Background: an optimization exercise with open tools, aiming at small area. Do not read the settings as production practice. Function was checked by simulation only, so behaviour that the tests miss may differ from the original. Power figures rest on the tool's default switching activity, not on a simulated workload.

## P
==> flow/design.v <==
module register_file #(
    parameter int DATA_WIDTH = 32,
    parameter int ADDR_WIDTH = 5
) (
    input  logic                  clk,
    input  logic                  reset,
    input  logic [ADDR_WIDTH-1:0] addr_1,
    input  logic [ADDR_WIDTH-1:0] addr_2,
    input  logic [ADDR_WIDTH-1:0] wb_addr,
    input  logic [DATA_WIDTH-1:0] wb_data,
    input  logic                  write,
    output logic [DATA_WIDTH-1:0] data_1,
    output logic [DATA_WIDTH-1:0] data_2
);
    localparam int DEPTH  = 2 ** ADDR_WIDTH;
    localparam int NTERM  = DEPTH;                
    localparam int NGROUP3 = (NTERM - 2) / 3;          
    localparam int NGROUP  = NGROUP3 + 1;
    logic [DATA_WIDTH-1:0] regs [1:DEPTH-1];
    logic [DEPTH-1:1]      valid;
    logic [DEPTH-1:1]      we;
    logic                  byp_1;
    logic                  byp_2;
    logic [NTERM-1:0]      sel_1;
    logic [NTERM-1:0]      sel_2;
    logic [3:0] wlo;
    logic [7:0] whi;
    logic [DEPTH-1:1] we_n;
    for (genvar j = 0; j < 4; j++) begin : g_wlo
        assign wlo[j] = write && (wb_addr[1:0] == j);
    end
    for (genvar m = 0; m < 8; m++) begin : g_whi
        assign whi[m] = (wb_addr[4:2] == m);
    end
    for (genvar i = 1; i < DEPTH; i++) begin : g_we
        rf_and2 u_we  (.a(wlo[i % 4]), .b(whi[i / 4]), .y(we[i]));
        rf_inv  u_wen (.a(we[i]), .y(we_n[i]));
    end
    for (genvar i = 1; i < DEPTH; i++) begin : g_reg
        logic [DATA_WIDTH-1:0] d;
        for (genvar b = 0; b < DATA_WIDTH; b++) begin : g_bit
            rf_ao22 u_mux (.a1(we[i]), .a2(wb_data[b]), .b1(we_n[i]), .b2(regs[i][b]), .y(d[b]));
        end
        rf_row #(.W(DATA_WIDTH)) u_row (.clk(clk), .d(d), .q(regs[i]));
    end
    always_ff @(posedge clk or negedge reset) begin
        if (!reset) begin
            valid <= '0;
        end else begin
            valid <= valid | we;
        end
    end
    assign byp_1 = reset && write && (wb_addr == addr_1) && (addr_1 != '0);
    assign byp_2 = reset && write && (wb_addr == addr_2) && (addr_2 != '0);
    logic [3:0] lo_1, lo_2;
    logic [7:0] hi_1, hi_2;
    for (genvar j = 0; j < 4; j++) begin : g_lo
        assign lo_1[j] = (addr_1[1:0] == j) && !byp_1;
        assign lo_2[j] = (addr_2[1:0] == j) && !byp_2;
    end
    for (genvar m = 0; m < 8; m++) begin : g_hi
        assign hi_1[m] = (addr_1[4:2] == m);
        assign hi_2[m] = (addr_2[4:2] == m);
    end
    for (genvar i = 1; i < DEPTH; i++) begin : g_sel
        rf_and3 u_1 (.a(valid[i]), .b(lo_1[i % 4]), .c(hi_1[i / 4]), .y(sel_1[i-1]));
        rf_and3 u_2 (.a(valid[i]), .b(lo_2[i % 4]), .c(hi_2[i / 4]), .y(sel_2[i-1]));
    end
    assign sel_1[NTERM-1] = byp_1;
    assign sel_2[NTERM-1] = byp_2;
    for (genvar b = 0; b < DATA_WIDTH; b++) begin : g_bit
        logic [NTERM-1:0]  d;
        logic [NGROUP-1:0] t1, t2;
        for (genvar i = 1; i < DEPTH; i++) begin : g_d
            assign d[i-1] = regs[i][b];
        end
        assign d[NTERM-1] = wb_data[b];
        for (genvar g = 0; g < NGROUP3; g++) begin : g_grp
            rf_aoi222 u_1 (.a1(sel_1[3*g]), .a2(d[3*g]), .b1(sel_1[3*g+1]), .b2(d[3*g+1]),
                           .c1(sel_1[3*g+2]), .c2(d[3*g+2]), .y(t1[g]));
            rf_aoi222 u_2 (.a1(sel_2[3*g]), .a2(d[3*g]), .b1(sel_2[3*g+1]), .b2(d[3*g+1]),
                           .c1(sel_2[3*g+2]), .c2(d[3*g+2]), .y(t2[g]));
        end
        rf_aoi22 u_1 (.a1(sel_1[NTERM-2]), .a2(d[NTERM-2]), .b1(sel_1[NTERM-1]), .b2(d[NTERM-1]),
                      .y(t1[NGROUP-1]));
        rf_aoi22 u_2 (.a1(sel_2[NTERM-2]), .a2(d[NTERM-2]), .b1(sel_2[NTERM-1]), .b2(d[NTERM-1]),
                      .y(t2[NGROUP-1]));
        assign data_1[b] = ~&t1;
        assign data_2[b] = ~&t2;
    end
endmodule
module rf_aoi222 (
    input  logic a1, a2, b1, b2, c1, c2,
    output logic y
);
    assign y = ~((a1 & a2) | (b1 & b2) | (c1 & c2));
endmodule
module rf_row #(
    parameter int W = 32
) (
    input  logic         clk,
    input  logic [W-1:0] d,
    output logic [W-1:0] q
);
    always_ff @(posedge clk) q <= d;
endmodule
module rf_aoi22 (
    input  logic a1, a2, b1, b2,
    output logic y
);
    assign y = ~((a1 & a2) | (b1 & b2));
endmodule
module rf_ao22 (
    input  logic a1, a2, b1, b2,
    output logic y
);
    assign y = (a1 & a2) | (b1 & b2);
endmodule
module rf_and2 (
    input  logic a, b,
    output logic y
);
    assign y = a & b;
endmodule
module rf_and3 (
    input  logic a, b, c,
    output logic y
);
    assign y = a & b & c;
endmodule
module rf_inv (
    input  logic a,
    output logic y
);
    assign y = ~a;
endmodule
Settings: LEC_CHECK=0, CAP_MARGIN=20, CORE_MARGIN=2, CORE_UTILIZATION=50, SLEW_MARGIN=20, SYNTH_HIERARCHICAL=1; clock period 8.0 ns.
standard.sh (not shown) runs the stock make flow with config.mk's settings and CLKGATE_MAP_FILE= SYNTH_SCRIPT=/design/flow/synth_recipe.tcl, a recipe that flattens the netlist after the stock synthesis.
==> flow/flow/run.sh <==
#!/bin/bash
# Own layout flow: the standard flow, except
#  - synthesis is synth_recipe.tcl unchanged but for the final ABC mapping,
#    which uses an area-oriented script (flow/abc.script, via flow/mysynth.tcl);
#    registers, their names and cell types are those of the standard synthesis;
#  - smaller port buffers (buf_1);
#  - high-fanout drivers upsized before placement (flow/upsize.tcl);
#  - an input port buffer feeding a single buffer takes over that buffer's
#    drive after global placement (flow/merge_inbuf.tcl);
#  - a clock tree of clkbuf_4 without dummy loads (flow/cts_args).
set -euo pipefail
W=$(pwd)
export FLOW_SYNTH_TCL=$W/synth_recipe.tcl
export MY_ABC_SCRIPT=$W/flow/abc.script
export BUFFER_PORTS_ARGS="-buffer_cell sky130_fd_sc_hd__buf_1"
export CTS_ARGS="$(cat flow/cts_args)"
export PRE_GLOBAL_PLACE_TCL=$W/flow/upsize.tcl
export POST_GLOBAL_PLACE_TCL=$W/flow/merge_inbuf.tcl
sed -E "s#SYNTH_SCRIPT=[^ ]+#SYNTH_SCRIPT=$W/flow/mysynth.tcl#" standard.sh > my_standard.sh
bash my_standard.sh synth > synth.log 2>&1
bash my_standard.sh floorplan > floorplan.log 2>&1
bash my_standard.sh place > place.log 2>&1
bash my_standard.sh cts > cts.log 2>&1
bash my_standard.sh finish > finish.log 2>&1
==> flow/flow/cts_args <==
-sink_clustering_enable -repair_clock_nets -dont_use_dummy_load -buf_list {sky130_fd_sc_hd__clkbuf_4} -sink_clustering_size 8 -sink_clustering_max_diameter 40
==> flow/flow/merge_inbuf.tcl <==
# After global placement: where an input port's buffer feeds only one more
# buffer (added by the placer's repair to drive the port's real loads), drop
# that second buffer and give the port buffer its drive strength instead.
set merged 0
set block [ord::get_db_block]
foreach bterm [$block getBTerms] {
  if {[$bterm getIoType] ne "INPUT"} { continue }
  set pnet [$bterm getNet]
  if {$pnet eq "NULL"} { continue }
  set pits [$pnet getITerms]
  if {[llength $pits] != 1} { continue }
  set pbuf [[lindex $pits 0] getInst]
  if {![regexp {__(buf|clkbuf)_[0-9]+$} [[$pbuf getMaster] getName]]} { continue }
  set onet [[$pbuf findITerm X] getNet]
  if {$onet eq "NULL"} { continue }
  set sinks {}
  foreach it [$onet getITerms] { if {[$it isInputSignal]} { lappend sinks $it } }
  if {[llength $sinks] != 1 || [llength [$onet getBTerms]] != 0} { continue }
  set b2 [[lindex $sinks 0] getInst]
  if {![regexp {__(buf|clkbuf)_[0-9]+$} [[$b2 getMaster] getName]]} { continue }
  set m2 [[$b2 getMaster] getName]
  remove_buffers [$b2 getName]
  replace_cell [$pbuf getName] $m2
  incr merged
}
puts "merge_inbuf.tcl: merged $merged input buffer pairs"
Other scripts of this flow, unchanged in this note and not shown: flow/flow/abc.script, flow/flow/mysynth.tcl, flow/flow/upsize.tcl
Inputs modified between P and Q:
--- a/flow/flow/run.sh
+++ b/flow/flow/run.sh
@@ -7,4 +7,2 @@
 #  - high-fanout drivers upsized before placement (flow/upsize.tcl);
-#  - an input port buffer feeding a single buffer takes over that buffer's
-#    drive after global placement (flow/merge_inbuf.tcl);
 #  - a clock tree of clkbuf_4 without dummy loads (flow/cts_args).
@@ -17,3 +15,2 @@
 export PRE_GLOBAL_PLACE_TCL=$W/flow/upsize.tcl
-export POST_GLOBAL_PLACE_TCL=$W/flow/merge_inbuf.tcl
 sed -E "s#SYNTH_SCRIPT=[^ ]+#SYNTH_SCRIPT=$W/flow/mysynth.tcl#" standard.sh > my_standard.sh
removed: flow/flow/merge_inbuf.tcl
Findings:
On gate count of the mapped netlist, P tracks Q almost exactly.
Q ends up with higher relative contribution of the clock network to total power than P does.
Q: wire length on met3 higher than P
Looking at Q and P, the routed wire length is a wash.
For R, these inputs were changed with respect to Q:
- a change of CORE_UTILIZATION from 50 to 60
--- a/flow/flow/run.sh
+++ b/flow/flow/run.sh
@@ -7,2 +7,4 @@
 #  - high-fanout drivers upsized before placement (flow/upsize.tcl);
+#  - an input port buffer feeding a single buffer takes over that buffer's
+#    drive after global placement (flow/merge_inbuf.tcl);
 #  - a clock tree of clkbuf_4 without dummy loads (flow/cts_args).
@@ -15,2 +17,3 @@
 export PRE_GLOBAL_PLACE_TCL=$W/flow/upsize.tcl
+export POST_GLOBAL_PLACE_TCL=$W/flow/merge_inbuf.tcl
 sed -E "s#SYNTH_SCRIPT=[^ ]+#SYNTH_SCRIPT=$W/flow/mysynth.tcl#" standard.sh > my_standard.sh
==> flow/flow/cts_args <==
-sink_clustering_enable -repair_clock_nets -dont_use_dummy_load -buf_list {sky130_fd_sc_hd__clkbuf_4} -sink_clustering_size 9 -sink_clustering_max_diameter 40 -sink_clustering_levels 2
==> flow/flow/merge_inbuf.tcl (new file) <==
# After global placement: where an input port's buffer feeds only one more
# buffer (added by the placer's repair to drive the port's real loads), drop
# that second buffer and give the port buffer its drive strength instead.
set merged 0
set block [ord::get_db_block]
foreach bterm [$block getBTerms] {
  if {[$bterm getIoType] ne "INPUT"} { continue }
  set pnet [$bterm getNet]
  if {$pnet eq "NULL"} { continue }
  set pits [$pnet getITerms]
  if {[llength $pits] != 1} { continue }
  set pbuf [[lindex $pits 0] getInst]
  if {![regexp {__(buf|clkbuf)_[0-9]+$} [[$pbuf getMaster] getName]]} { continue }
  set onet [[$pbuf findITerm X] getNet]
  if {$onet eq "NULL"} { continue }
  set sinks {}
  foreach it [$onet getITerms] { if {[$it isInputSignal]} { lappend sinks $it } }
  if {[llength $sinks] != 1 || [llength [$onet getBTerms]] != 0} { continue }
  set b2 [[lindex $sinks 0] getInst]
  if {![regexp {__(buf|clkbuf)_[0-9]+$} [[$b2 getMaster] getName]]} { continue }
  set m2 [[$b2 getMaster] getName]
  remove_buffers [$b2 getName]
  replace_cell [$pbuf getName] $m2
  incr merged
}
puts "merge_inbuf.tcl: merged $merged input buffer pairs"
Findings:
Where wire length is concerned, Q is outperformed by R. Total power (lower): R. Mean routed wirelength per cell: R vs Q down about 5.3%. Synthesis-to-layout area growth down 1.4 points in R wrt Q. Starting density of the core: R > Q. Compare R and Q | post-layout utilization of the core higher: R.
--- input diff R..S ---
==> flow/flow/cts_args <==
-sink_clustering_enable -repair_clock_nets -dont_use_dummy_load -buf_list {sky130_fd_sc_hd__clkbuf_4} -sink_clustering_size 8 -sink_clustering_max_diameter 40
==> comparison <==
R ended up with nor2_1 as its critical-path cell with the highest stage delay; S ended up with a222oi_1.
Compared with R, in S routed wire length level, share of power burned in combinational logic level.
R and S ended up with nearly the same final area.
Comparing S against R, there is no change at all in height of the chip.
Summary of S over R: final critical-path required period now sits higher, deepest level of the CTS H-tree ~0 delta, clock input transition at the sequential cells of the worst setup and hold paths shows a reduction of 0.02 ns, power attributed to the clock group went up about 3%, signed area change from the synthesized netlist to the final layout went up.
Sort R and S by share of the clock period used by the worst path after layout asc -> top: R

## port drivers added, routing unchanged
The flow's constraints put no driver on any port. The routed layouts listed below were extracted and timed again, unchanged, in two steps.
Step 1 assumes that a clkbuf_16 drives the clock port and a buf_2 every other input.
Step 2, shift: input delay + t, output delay - t, t = (earliest + latest rising clock arrival at the registers) / 2. This alone moves slack from input paths to output paths.
a / b / c = ideal ports / drivers / drivers and shift; a / b = the first two.
run	shift t [ns]	slack for setup (ns)	hold slack, ns	worst setup path at the end	worst slew at a driven data input, ns
P	1.093	0.962 / 0.941 / 0.941	0.500 / 0.500 / 0.500	input to output	0.12
Q	1.093	1.082 / 1.059 / 1.059	0.502 / 0.502 / 0.502	input to output	0.11
R	1.124	0.944 / 0.921 / 0.921	0.505 / 0.505 / 0.505	input to output	0.19
S	1.106	0.909 / 0.885 / 0.885	0.503 / 0.503 / 0.503	input to output	0.19
After both steps every run listed still meets setup and hold. For S, which loses most, drivers alone change the setup slack by -0.024 ns; drivers and shift together by -0.024 ns.
